This design comes from an exercise in tuning for small area, a short achievable clock period and few clock cycles per item on the open sky130 flow, not from production work.
Where RTL was checked, it was by simulation tests only, not by an equivalence proof against the original.
Power is estimated from default activity; no workload was simulated.

==> run a <==
==> flow/design.v (excerpt) <==
module status_led_animator (
  input  logic             clk,
  input  logic             rst_n,
  input  logic             in_valid,
  output logic             in_ready,
  input  logic [1:0]       in_kind,
  input  logic [2:0]       in_new_mode,
  output logic             out_valid,
  input  logic             out_ready,
  output logic             out_show,
  output logic [7:0]       out_red,
  output logic [7:0]       out_green,
  output logic [7:0]       out_blue,
  input  logic             cfg_we,
  input  logic [2:0]       cfg_index,
  input  logic [23:0]      cfg_wdata
);
  logic [23:0] col_r [6];
  always_ff @(posedge clk) begin
    if (!rst_n) begin
      col_r[0] <= sla_pkg::RST_STAND;
      col_r[1] <= sla_pkg::RST_SIT;
      col_r[2] <= sla_pkg::RST_WALK;
      col_r[3] <= sla_pkg::RST_DIZZY;
      col_r[4] <= sla_pkg::RST_ALARM;
      col_r[5] <= sla_pkg::RST_FLASH;
    end else if (cfg_we) begin
      for (int i = 0; i < 6; i++) begin
        if (cfg_index == 3'(i)) col_r[i] <= cfg_wdata;
      end
    end
  end
  logic       v0_r, v1_r, rdy_r;
  logic [4:0] e0_r, e1_r;
  logic       push, pop;
  assign push = in_valid && rdy_r;
  always_ff @(posedge clk) begin
    if (!rst_n) begin
      v0_r  <= 1'b0;
      v1_r  <= 1'b0;
      rdy_r <= 1'b0;
    end else begin
      if (pop) begin
        v0_r  <= v1_r || push;
        v1_r  <= v1_r && push;
        rdy_r <= 1'b1;
      end else begin
        v0_r  <= v0_r || push;
        v1_r  <= v1_r || (v0_r && push);
        rdy_r <= !(v1_r || (v0_r && push));
      end
    end
    if (pop) begin
      e0_r <= v1_r ? e1_r : {in_kind, in_new_mode};
    end else if (!v0_r) begin
      e0_r <= {in_kind, in_new_mode};
    end
    if (!v1_r) e1_r <= {in_kind, in_new_mode};
  end
  assign in_ready = rdy_r;
  logic [2:0]  mode_r;
  ...
make LEC_CHECK=0 CAP_MARGIN=20 CORE_MARGIN=2 CORE_UTILIZATION=60 PLACE_DENSITY=0.75 SETUP_SLACK_MARGIN=3.0 SLEW_MARGIN=20 finish   # period 7.5 ns
run.sh (not shown) runs the stock make flow with config.mk's settings and CLKGATE_MAP_FILE= SYNTH_SCRIPT=/design/flow/synth_recipe.tcl, a recipe that flattens the netlist after the stock synthesis.
==> inputs of run b, as changes to run a <==
--- a/flow/design.v
+++ b/flow/design.v
@@ -29,13 +29,13 @@
   input  logic [7:0] f,          
   input  logic [7:0] w,          
   output logic [7:0] q
 );
   logic [7:0]  q_r;
   logic [13:0] r_r;
-  logic [10:0] b;
+  logic [10:0] b, b_r;    
   logic [13:0] r0;
   always_comb begin
     case (c)
       8'd0: b = {6'd0, 5'd0};
       8'd1: b = {6'd0, 5'd3};
       8'd2: b = {6'd0, 5'd6};
@@ -293,13 +293,13 @@
       8'd254: b = {6'd38, 5'd2};
       8'd255: b = {6'd38, 5'd5};
       default: b = '0;
     endcase
   end
   always_comb begin
-    case (b[4:0])
+    case (b_r[4:0])
       5'd0: r0 = 14'd0;
       5'd1: r0 = 14'd500;
       5'd2: r0 = 14'd1000;
       5'd3: r0 = 14'd1500;
       5'd4: r0 = 14'd2000;
       5'd5: r0 = 14'd2500;
@@ -317,47 +317,56 @@
       5'd17: r0 = 14'd8500;
       5'd18: r0 = 14'd9000;
       5'd19: r0 = 14'd9500;
       default: r0 = '0;
     endcase
   end
-  logic [11:0] p;
-  logic [7:0]  s;
-  logic [15:0] x, y, t, tm, k;
-  logic [1:0]  ci;
-  assign p  = alarm ? {c, 4'b0} : {4'b0, w};
-  assign s  = alarm ? c : f;
-  assign x  = neg ? ~{4'b0, p} : {4'b0, p};
-  assign y  = (alarm ^ neg) ? {8'b0, s} : ~{8'b0, s};
-  assign ci = alarm ? {neg, 1'b0} : 2'b01;
+  logic [12:0] sa_r;
+  logic [8:0]  sr_r;
+  always_ff @(posedge clk) begin
+    b_r  <= b;
+    sa_r <= {1'b0, c, 4'b0} + {5'b0, c};
+    sr_r <= {1'b0, w} - {1'b0, f};
+  end
+  logic [13:0] sd, d_r;      
+  logic        alarm_d_r;
+  assign sd = alarm ? {1'b0, sa_r} : {{5{sr_r[8]}}, sr_r};
+  always_ff @(posedge clk) begin
+    d_r       <= neg ? 14'd0 - sd : sd;
+    alarm_d_r <= alarm;
+  end
+  logic [14:0] dk_r, k;      
   logic up;
-  assign up = alarm ? !neg : ((w >= f) ^ neg);
+  assign up = !d_r[13];
   always_comb begin
-    case ({alarm, up})
-      2'b11:   k = 16'd55536;    
-      2'b10:   k = 16'd10000;
-      2'b01:   k = 16'd62536;    
-      default: k = 16'd3000;
+    case ({alarm_d_r, up})
+      2'b11:   k = 15'd22768;    
+      2'b10:   k = 15'd10000;
+      2'b01:   k = 15'd29768;    
+      default: k = 15'd3000;
     endcase
   end
-  assign t  = {2'b0, r_r} + x + y + 16'(ci);
-  assign tm = {2'b0, r_r} + x + y + 16'(ci) + k;
-  logic adj;
+  always_ff @(posedge clk) begin
+    dk_r <= {d_r[13], d_r} + k;
+  end
+  logic [15:0] t, tm;
+  logic        adj;
+  assign t   = {2'b0, r_r} + {{2{d_r[13]}}, d_r};
+  assign tm  = {2'b0, r_r} + {dk_r[14], dk_r};
   assign adj = up ? !tm[15] : t[15];
-  logic [7:0] qi, qd;
-  assign qi = q_r + 8'd1;
-  assign qd = q_r - 8'd1;
+  logic [7:0] qs;
+  assign qs = q_r + (up ? 8'd1 : 8'hFF);
   always_ff @(posedge clk) begin
     if (ld_base) begin
-      q_r <= {2'b0, b[10:5]};
+      q_r <= {2'b0, b_r[10:5]};
       r_r <= r0;
     end else if (ld_f || ld_w) begin
       q_r <= ld_f ? f : w;
       r_r <= '0;
     end else if (step) begin
-      if (adj) q_r <= up ? qi : qd;
+      if (adj) q_r <= qs;
       r_r <= adj ? tm[13:0] : t[13:0];
     end
   end
   assign q = q_r;
 endmodule
 `timescale 1ns / 1ps
@@ -376,23 +385,24 @@
   output logic [7:0]       out_blue,
   input  logic             cfg_we,
   input  logic [2:0]       cfg_index,
   input  logic [23:0]      cfg_wdata
 );
   logic [23:0] col_r [6];
-  always_ff @(posedge clk) begin
-    if (!rst_n) begin
-      col_r[0] <= sla_pkg::RST_STAND;
-      col_r[1] <= sla_pkg::RST_SIT;
-      col_r[2] <= sla_pkg::RST_WALK;
-      col_r[3] <= sla_pkg::RST_DIZZY;
-      col_r[4] <= sla_pkg::RST_ALARM;
-      col_r[5] <= sla_pkg::RST_FLASH;
-    end else if (cfg_we) begin
-      for (int i = 0; i < 6; i++) begin
-        if (cfg_index == 3'(i)) col_r[i] <= cfg_wdata;
+  logic [23:0] wd0, wd1;     
+  assign wd0 = cfg_wdata & {24{rst_n}};
+  assign wd1 = cfg_wdata | {24{!rst_n}};
+  for (genvar i = 0; i < 6; i++) begin : g_col
+    localparam logic [23:0] RV = (i == 0) ? sla_pkg::RST_STAND :
+                                 (i == 1) ? sla_pkg::RST_SIT   :
+                                 (i == 2) ? sla_pkg::RST_WALK  :
+                                 (i == 3) ? sla_pkg::RST_DIZZY :
+                                 (i == 4) ? sla_pkg::RST_ALARM : sla_pkg::RST_FLASH;
+    always_ff @(posedge clk) begin
+      if (!rst_n || (cfg_we && cfg_index == 3'(i))) begin
+        col_r[i] <= (wd1 & RV) | (wd0 & ~RV);
       end
     end
   end
   logic       v0_r, v1_r, rdy_r;
   logic [4:0] e0_r, e1_r;
   logic       push, pop;
@@ -426,36 +436,46 @@
   logic        rec_r;       
   logic [11:0] pos_r;       
   logic        dn_r;        
   logic        fl_act_r;
   logic [2:0]  fl_step_r;
   logic [7:0]  fl_el_r;
+  logic        cw_r;        
   logic        cu_r;        
   logic        busy_r;      
   logic [11:0] k_r;         
   logic        cu_neg_r;    
   logic        out_valid_r, show_r;
   logic [6:0]  sel_r;       
   logic [1:0]  kind;
   logic [2:0]  nm;
   assign kind = e0_r[4:3];
   assign nm   = e0_r[2:0];
-  assign pop = v0_r && !cu_r && !busy_r && (!out_valid_r || out_ready);
+  logic       lane_neg;
+  logic [1:0] ctl_prev_r, st_r;
+  logic       settling;
+  assign settling = (ctl_prev_r != {alarm_r, lane_neg}) || (st_r != 2'd0);
+  logic go, out_free;
+  assign go       = v0_r && !cw_r && !cu_r && !busy_r && !settling;
+  assign out_free = !out_valid_r || out_ready;
+  assign pop      = go && out_free;
   logic tick, set_ok;
   assign tick   = (kind == sla_pkg::KIND_TICK);
   assign set_ok = (kind == sla_pkg::KIND_SET) && (nm <= 3'd5);
   logic       el_wrap, fl_end;
   logic [2:0] step_inc;
   assign el_wrap  = (fl_el_r == 8'(sla_pkg::FLASH_STEP_TICKS - 1));
   assign step_inc = fl_step_r + 3'd1;
   assign fl_end   = fl_act_r && el_wrap && (step_inc == 3'(sla_pkg::FLASH_STEP_COUNT));
   logic sat;
   assign sat = (pos_r == 12'(sla_pkg::FADE_TICKS));
-  logic lane_step, ld_base, ld_f, ld_w, lane_neg;
+  logic lane_step, ld_base, ld_f, ld_w;
   assign lane_neg  = busy_r ? cu_neg_r : dn_r;
-  assign lane_step = busy_r || (pop && tick && (alarm_r || (rec_r && !sat)));
+  logic tick_go;
+  assign tick_go   = go && tick && (alarm_r || (rec_r && !sat));
+  assign lane_step = (busy_r && !settling) || (tick_go && out_free);
   assign ld_base   = (cu_r && alarm_r) || (pop && set_ok && nm == sla_pkg::MODE_ALARM);
   assign ld_f      = (cu_r && rec_r && pos_r < 12'd1500) ||
                      (pop && set_ok && nm == sla_pkg::MODE_RECOVER);
   assign ld_w      = cu_r && rec_r && pos_r >= 12'd1500;
   logic [7:0] lane_q [3];
   for (genvar i = 0; i < 3; i++) begin : g_lane
@@ -471,44 +491,52 @@
       .f       (col_r[3][8*i +: 8]),
       .w       (col_r[2][8*i +: 8]),
       .q       (lane_q[i])
     );
   end
   logic [11:0] k_init;
-  always_comb begin
-    if (alarm_r)
-      k_init = dn_r ? 12'd1000 - pos_r : pos_r;
-    else if (rec_r)
-      k_init = (pos_r < 12'd1500) ? pos_r : 12'(sla_pkg::FADE_TICKS) - pos_r;
-    else
-      k_init = '0;
-  end
+  logic        from_top;
+  logic [11:0] k_top;
+  assign from_top = alarm_r ? dn_r : (pos_r >= 12'd1500);
+  assign k_top    = (alarm_r ? 12'd1000 : 12'(sla_pkg::FADE_TICKS)) - pos_r;
+  assign k_init   = (alarm_r || rec_r) ? (from_top ? k_top : pos_r) : 12'd0;
   always_ff @(posedge clk) begin
     if (!rst_n) begin
       mode_r      <= 3'd0;
       alarm_r     <= 1'b0;
       rec_r       <= 1'b0;
       pos_r       <= '0;
       dn_r        <= 1'b0;
       fl_act_r    <= 1'b0;
       fl_step_r   <= '0;
       fl_el_r     <= '0;
+      cw_r        <= 1'b0;
       cu_r        <= 1'b0;
+      ctl_prev_r  <= '0;
+      st_r        <= 2'd3;
       busy_r      <= 1'b0;
       k_r         <= '0;
       cu_neg_r    <= 1'b0;
       out_valid_r <= 1'b0;
       show_r      <= 1'b0;
       sel_r       <= '0;
     end else begin
-      cu_r <= cfg_we;
+      cw_r <= cfg_we;
+      cu_r <= cw_r;
+      ctl_prev_r <= {alarm_r, lane_neg};
+      if (cfg_we)
+        st_r <= 2'd3;
+      else if (ctl_prev_r != {alarm_r, lane_neg})
+        st_r <= (st_r >= 2'd2) ? st_r - 2'd1 : 2'd1;
+      else if (st_r != 2'd0)
+        st_r <= st_r - 2'd1;
       if (cu_r) begin
         cu_neg_r <= !alarm_r && pos_r >= 12'd1500;
         k_r      <= k_init;
         busy_r   <= (k_init != 12'd0);
-      end else if (busy_r) begin
+      end else if (busy_r && !settling) begin
         k_r    <= k_r - 12'd1;
         busy_r <= (k_r != 12'd1);
       end
       if (pop) begin
         out_valid_r <= 1'b1;
         show_r      <= 1'b0;
PLACE_DENSITY = 0.72   (was 0.75)
SETUP_SLACK_MARGIN = 4.3   (was 3.0)
==> summary.txt <==
metric	run a	run b
Status	complete, no violations	complete, no violations
CP bufs+invs	8	2
Part of the power in the clock network	14.3%	26.1%
Area occupied by registers	6870 sq um	11,500 sq um
Mux cell area share after synthesis	5.39%	5.46%
Internal power contribution	0.00722 W	0.00606 W
Wirelength, routed	80,600 um	85,200 um
Stages on worst setup path	28	4
Worst r2r dst	g_lane[1].u_lane.r_r[12]	busy_r
Worst relative slew slack	19.0%	30.2%
R2R setup slack	1.28 ns	4.45 ns
Routed length on met1	34,700 um	35,000 um
Clock insertion delay at the later pin of the skew report	0.58 ns	0.62 ns
First-pass GRT wire length	127,000 um	131,000 um
Fraction of area in clock buffers and inverters	4.08%	4.77%
Met3 Use GR	5.97%	6.16%
Non-clk invs	156	185
Startpoint of the most critical setup path	busy_r	sel_r[5]
Met3 routed wirelength	8340 um	8540 um
Seq. pwr	0.00238 W	0.00343 W
Site Rows	75	81
Testbench counts of run b, summed over its fixed seeds: cycles 32,198, items 32,000.
Only the layout flow was run in run a; the RTL was not checked for function there.

-- re-timing with driven ports --
No port has a modelled driver above. Below, the same layouts with a new extraction and two added sets of constraints. Step 1: set_driving_cell puts a clkbuf_16 on clk and a buf_2 on each other input, an assumption about the parent block. Step 2 adds t to the input delays and takes it off the output delays; t is the mean of the earliest and latest rising clock arrival at the registers after step 1. Input paths then give back, and output paths get back, about the clock's delay inside the block. Three values: ideal ports, drivers, drivers and shift; two values: the first two.
run	shift t [ns]	setup WS [ns]	worst hold slack (ns)	worst slew at a driven data input, ns
run a	0.617	1.279 / 1.279 / 1.279	0.451 / 0.451 / 0.451	0.05
run b	0.658	4.090 / 4.028 / 3.760	0.366 / 0.366 / 0.366	0.05
After both steps every run listed still meets setup and hold. The setup slack of run b, which loses most, moves by -0.062 ns with the drivers and by -0.330 ns with both steps.
